This design comes from an exercise in tuning for small area on the open sky130 flow, not from production work. In this exercise RTL edits were held to simulation tests only and were not proved equivalent to the original. No activity file was given, so power comes from the tool's default toggle rates.

<file path="design/flow/run.sh">
#!/bin/bash
# synth_recipe.tcl (not shown) runs the flow's synth.tcl, then flattens the netlist and writes it again
# the make line also repeats each setting of config.mk as NAME=value (left out here)
make -C /OpenROAD-flow-scripts/flow DESIGN_CONFIG=/design/flow/config.mk WORK_HOME=/design/flow/orfs CLKGATE_MAP_FILE= SYNTH_SCRIPT=/design/flow/synth_recipe.tcl finish
</file>
<file path="design/flow/config.mk">
export PLATFORM = sky130hd
export DESIGN_NAME = commit_trace_unit
export DESIGN_NICKNAME = commit_trace_unit
export VERILOG_FILES = /design/flow/design.v
export SDC_FILE = /design/flow/constraint.sdc
export NUM_CORES = 4
export LEC_CHECK = 0
export CAP_MARGIN = 20
export CORE_MARGIN = 2
export CORE_UTILIZATION = 40
export SLEW_MARGIN = 20
</file>
<file path="design/flow/constraint.sdc">
create_clock -name core_clock -period 5.0 [get_ports {clk}]
set_input_delay 1.0000 -clock core_clock [delete_from_list [all_inputs] [get_ports {clk}]]
set_output_delay 1.0000 -clock core_clock [all_outputs]
set_load 0.01 [all_outputs]
</file>
<file path="design/flow/design.v">
`default_nettype none
module commit_trace_unit #(
    parameter int DEPTH = 8,
    parameter int CNT_W = 32
) (
    input  wire logic              clk,
    input  wire logic              rst,
    input  wire logic              reg_wr_i,
    input  wire logic [2:0]        wr_reg_i,
    input  wire logic [15:0]       wr_data_i,
    input  wire logic              mem_rd_i,
    input  wire logic              mem_wr_i,
    input  wire logic [15:0]       mem_addr_i,
    input  wire logic [15:0]       mem_wdata_i,
    input  wire logic [15:0]       mem_rdata_i,
    input  wire logic              halt_i,
    input  wire logic              icache_req_i,
    input  wire logic              icache_hit_i,
    input  wire logic              dcache_req_i,
    input  wire logic              dcache_hit_i,
    output logic                   rec_valid,
    input  wire logic              rec_ready,
    output logic [3:0]             rec_flags,
    output logic [2:0]             rec_reg,
    output logic [15:0]            rec_wdata,
    output logic [15:0]            rec_addr,
    output logic [15:0]            rec_mdata,
    output logic [15:0]            rec_cycle,
    output logic                   full_o,
    output logic                   overflow_o,
    output logic                   done_o,
    output logic [CNT_W-1:0]       cycle_count_o,
    output logic [CNT_W-1:0]       inst_count_o,
    output logic [CNT_W-1:0]       icache_req_cnt_o,
    output logic [CNT_W-1:0]       icache_hit_cnt_o,
    output logic [CNT_W-1:0]       dcache_req_cnt_o,
    output logic [CNT_W-1:0]       dcache_hit_cnt_o
);
    localparam int            AW         = $clog2(DEPTH);
    localparam logic [AW:0]   c_FULL_CNT = (AW+1)'(DEPTH);
    typedef enum logic [0:0] {
        S_RUN    = 1'b0,
        S_HALTED = 1'b1
    } state_t;
    typedef struct packed {
        logic [3:0]  flags;
        logic [2:0]  rreg;
        logic [15:0] wdata;
        logic [15:0] addr;
        logic [15:0] mdata;
        logic [15:0] cyc;
    } rec_t;
    localparam int RW = 4 + 3 + 4*16;    
    state_t            state_q;
    logic [DEPTH-1:0][RW-1:0] fifo_q;
    logic [AW-1:0]     wr_ptr_q, wr_ptr_d;
    logic [AW-1:0]     rd_ptr_q, rd_ptr_d;
    logic [AW:0]       count_q,  count_d;
    logic              overflow_q, overflow_d;
    logic [CNT_W-1:0]  cycle_cnt_q, inst_cnt_q;
    logic [CNT_W-1:0]  ic_req_q, ic_hit_q, dc_req_q, dc_hit_q;
    logic  w_run, w_event, w_valid, w_full, w_pop, w_push, w_drop, w_inst;
    rec_t  w_new_rec, w_head;
    assign w_run   = (state_q == S_RUN);
    assign w_event = w_run & (halt_i | reg_wr_i | mem_rd_i | mem_wr_i);
    assign w_inst  = halt_i | reg_wr_i | mem_wr_i;
    assign w_valid = (count_q != '0);
    assign w_full  = (count_q == c_FULL_CNT);
    assign w_pop   = w_valid & rec_ready;
    assign w_push  = w_event & (~w_full | w_pop);
    assign w_drop  = w_event & w_full & ~w_pop;
    always_comb begin
        w_new_rec.flags = {halt_i, reg_wr_i, mem_rd_i, mem_wr_i};
        w_new_rec.rreg  = wr_reg_i;
        w_new_rec.wdata = wr_data_i;
        w_new_rec.addr  = mem_addr_i;
        w_new_rec.mdata = mem_wr_i ? mem_wdata_i : mem_rdata_i;
        w_new_rec.cyc   = cycle_cnt_q[15:0];
    end
    always_comb begin
        wr_ptr_d   = wr_ptr_q;
        rd_ptr_d   = rd_ptr_q;
        count_d    = count_q;
        overflow_d = overflow_q | w_drop;
        if (w_push) wr_ptr_d = wr_ptr_q + AW'(1);
        if (w_pop)  rd_ptr_d = rd_ptr_q + AW'(1);
        case ({w_push, w_pop})
            2'b10:   count_d = count_q + (AW+1)'(1);
            2'b01:   count_d = count_q - (AW+1)'(1);
            default: count_d = count_q;
        endcase
    end
    for (genvar g = 0; g < DEPTH; g++) begin : g_entry
        always_ff @(posedge clk or posedge rst) begin
            if (rst)                                    fifo_q[g] <= '0;
            else if (w_push && (wr_ptr_q == AW'(g)))    fifo_q[g] <= w_new_rec;
        end
    end
    always_ff @(posedge clk or posedge rst) begin
        if (rst) begin
            wr_ptr_q   <= '0;
            rd_ptr_q   <= '0;
            count_q    <= '0;
            overflow_q <= 1'b0;
        end else begin
            wr_ptr_q   <= wr_ptr_d;
            rd_ptr_q   <= rd_ptr_d;
            count_q    <= count_d;
            overflow_q <= overflow_d;
        end
    end
    always_ff @(posedge clk or posedge rst) begin
        if (rst) begin
            state_q     <= S_RUN;
            cycle_cnt_q <= '0;
            inst_cnt_q  <= '0;
            ic_req_q    <= '0;
            ic_hit_q    <= '0;
            dc_req_q    <= '0;
            dc_hit_q    <= '0;
        end else begin
            case (state_q)
                S_RUN: begin
                    cycle_cnt_q <= cycle_cnt_q + CNT_W'(1);
                    inst_cnt_q  <= inst_cnt_q  + CNT_W'(w_inst);
                    ic_req_q    <= ic_req_q    + CNT_W'(icache_req_i);
                    ic_hit_q    <= ic_hit_q    + CNT_W'(icache_hit_i);
                    dc_req_q    <= dc_req_q    + CNT_W'(dcache_req_i);
                    dc_hit_q    <= dc_hit_q    + CNT_W'(dcache_hit_i);
                    if (halt_i) state_q <= S_HALTED;
                end
                default: state_q <= S_HALTED;
            endcase
        end
    end
    assign w_head        = fifo_q[rd_ptr_q];
    assign rec_valid = w_valid;
    assign rec_flags = w_head.flags;
    assign rec_reg   = w_head.rreg;
    assign rec_wdata = w_head.wdata;
    assign rec_addr  = w_head.addr;
    assign rec_mdata = w_head.mdata;
    assign rec_cycle = w_head.cyc;
    assign full_o           = w_full;
    assign overflow_o       = overflow_q;
    assign done_o           = (state_q == S_HALTED) & (count_q == '0);
    assign cycle_count_o    = cycle_cnt_q;
    assign inst_count_o     = inst_cnt_q;
    assign icache_req_cnt_o = ic_req_q;
    assign icache_hit_cnt_o = ic_hit_q;
    assign dcache_req_cnt_o = dc_req_q;
    assign dcache_hit_cnt_o = dc_hit_q;
endmodule
`default_nettype wire
</file>
==> run notes <==
==> cell type report <==
type / instances / area (um2)
Fill cell: 7691 / 46280
Sequential cell: 772 / 19330
Multi-Input combinational cell: 1506 / 15720
Timing Repair Buffer: 389 / 3976
Clock buffer: 131 / 2625
Tap cell: 1176 / 1471
Clock inverter: 30 / 386.6
Inverter: 20 / 78.83
Antenna cell: 4 / 10.01
==> final timing paths <==
path                                      from               to  slack (ps)  cells past startpoint
worst min-delay path              dc_req_q[31]     dc_req_q[31]         470                      1
min in group asynchronous                  rst   inst_cnt_q[25]         880                      2
max in group asynchronous                  rst      fifo_q[324]        2810                      4
worst max-delay path               rd_ptr_q[0]     rec_addr[11]         880                      4
worst min register to register    dc_req_q[31]     dc_req_q[31]         470                      1
worst max register to register  cycle_cnt_q[1]  cycle_cnt_q[28]        2400                      5
==> metal layers <==
| metal | vias to the layer above | track usage (%) |
|---|---|---|
| met2 | 402 | 31.93 |
| met3 | 154 | 3.713 |
| met4 | 6 | 6.390 |
| met5 | - | 0 |
| met1 | 11201 | 25.95 |
| li1 | 9515 | - |
==> cell usage after synthesis, types with 53 or more instances <==
cell	count
dfrtp_1	772
mux2_4	330
mux2_2	189
xnor2_1	147
mux4_2	142
nor2_1	134
nand2_1	106
a21oi_1	97
nand4_1	71
nand3_1	56
buf_6	55
clkbuf_1	53
==> sequential cells by signal, summed over array words and instances, names as in the netlist <==
name	cells
fifo_q	568
cycle_cnt_q	32
dc_hit_q	32
dc_req_q	32
ic_hit_q	32
ic_req_q	32
inst_cnt_q	32
count_q	4
rd_ptr_q	3
wr_ptr_q	3
overflow_q	1
state_q	1
==> kinds of logic after synthesis <==
family / after synthesis / synth area share (%)
AOI/OAI and AO/OA: 149 / 2.577
xor gates and xnor gates: 187 / 4.522
adders and majority gates: 19 / 0.6564
buffers and inverters: 186 / 3.358
DFF: 772 / 53.34
muxes: 679 / 28.89
and+or+nand+nor: 472 / 6.660
==> metrics by stage <==
stage                     std cells  hold slack [ps]
after detailed placement       3862            463.4
after floorplan                2464            444.8
after global placement         3862            456.8
after CTS                      4023            475.0
final                          4028            474.3
after global routing           4028            486.4
==> power by group <==
part           leakage (nW)  switching [mW]  total, mW  internal (mW)
Combinational          7.48            1.91       4.27           2.36
Sequential             9.96           0.304       6.86           6.56
Clock                  1.49            2.63       6.63           4.00
Total                  18.9            4.84       17.8           12.9
==> worst max-delay path, cell delays in order (launching register included) <==
cell,delay (ps)
dfrtp_4,440
buf_12,490
mux4_2,600
mux2_2,300
clkdlybuf4s50_1,500
==> reports/qor.yml <==
wl_per_cell_um: 22.17
critical_path_class: "flip-flop to output port"
status: "complete, no violations"
synth_top_area_share_pct: 53.34
antenna_found_initial: 8
die_height_um: 304.9
grt_pass1_vias: 23432
syn_area_per_cell_um2: 14.70
tightest_slew_ps: 1071
clk_path_buf_depth: 3
yosys_warnings: 1
clk_latency_ps: 640
globalplace.congestion: 0.7959
period_minus_slack_ps: 4124
hold_viol: 0
async_flop_share_pct: 100.0
first_pass_iters: 5
pin_count: 345
stdcell_area_um2: 43590
cap_violations: 0
hpwl_um: 53520
grtUsageTotal_pct: 19.44
setup_slack_ps: 876.0
ctsResizeCount: 0
clockRootBuffer: "clkbuf_16"
drc: 0
wl_met3_um: 3832
fin_util_pct: 48.51
critPathCaptureType: "output port"
setup_tns_ps: 0
ctsHtreeMaxLevel: 3
clock.fmax_mhz: 242.5
synthesis.nets: 2561
initial_core_util_pct: 40.30
cts_buffers: 88
cp.arrival_ps: 3120
nets: 2874
first_iter_violations: 1260
die_area_um2: 92970
rows: 110
cp.required_ps: 4000
finalSetupViolCount: 0
slew_violations: 0
final_common_cell: "dfrtp_1"
port_buffers: 344
startpoint_type: "flip-flop"
place_ws_ps: 1223
rsz0062_at_grt: "no"
drive_gt1_share_pct: 30.83
chipWidth_um: 304.9
ys_seq_area_share_pct: 53.34
grt_overflow: 0
route.met2.wl_um: 43750
cts_setup_buffers: 0
path_max_fanout: 80
grt_start_max_net_pins: 130
dpl-instance-area_um2: 40570
synth_area_leaders: "dfrtp_1, mux2_4, mux4_2"
area_growth_pct: 20.36
ctsHoldBuffers: 0
cellPowerDensity_nw_per_um2: 407.6
cts_tree: "built"
yosysTopAreaCell: "dfrtp_1"
fin_skew_ps: 10.26
wl_met1_um: 39190
p_total_mw: 17.77
synth_area_um2: 36220
core_um2: 89870
vias: 21278
layout_common_cells: "dfrtp_1, clkdlybuf4s50_1, mux2_4, mux2_2, xnor2_1"
ant_nets: 0
synth_top_flop_cell: "dfrtp_1"
relSlewSlack_pct: 26.55
synth-edff-count: 0
clkTransAtPathRegs_ps: 60
yosysUniqueCellTypes: 49
routed_via_density: 5.283
vdd_drop_max_mv: 0.4284
wirelength_um: 89300
hp-class: "flip-flop to flip-flop"
synthCells: 2464
topRoutingLayerUsed: "met5"
cts.sinks: 772
p_leak_nw: 18.92
period_share_pct: 82.48
grt_pass1_wl_um: 141900
synth.ff_latch_count: 772

==> re-timing with driven ports <==
How much do the figures lean on ideal ports? The routed layout below was timed once more, with nothing changed but the port constraints.
Step 1: set_driving_cell puts a clkbuf_16 on clk and a buf_2 on each other input, an assumption about the parent block.
Step 2, shift: input delay + t, output delay - t, t = (earliest + latest rising clock arrival at the registers) / 2. This alone moves slack from input paths to output paths.
a / b / c = ideal / step 1 / step 2; a / b = the first two.
shift t [ns]: 0.703
setup WS [ns]: 0.876 / 0.809 / 1.181
hold slack, ns: 0.474 / 0.474 / 0.474
worst setup path after step 2: input to register
cell pins on the clock port's net: 1
After both steps setup and hold are still met in this run. The setup slack of this run moves by -0.067 ns with the drivers and by +0.305 ns with both steps.
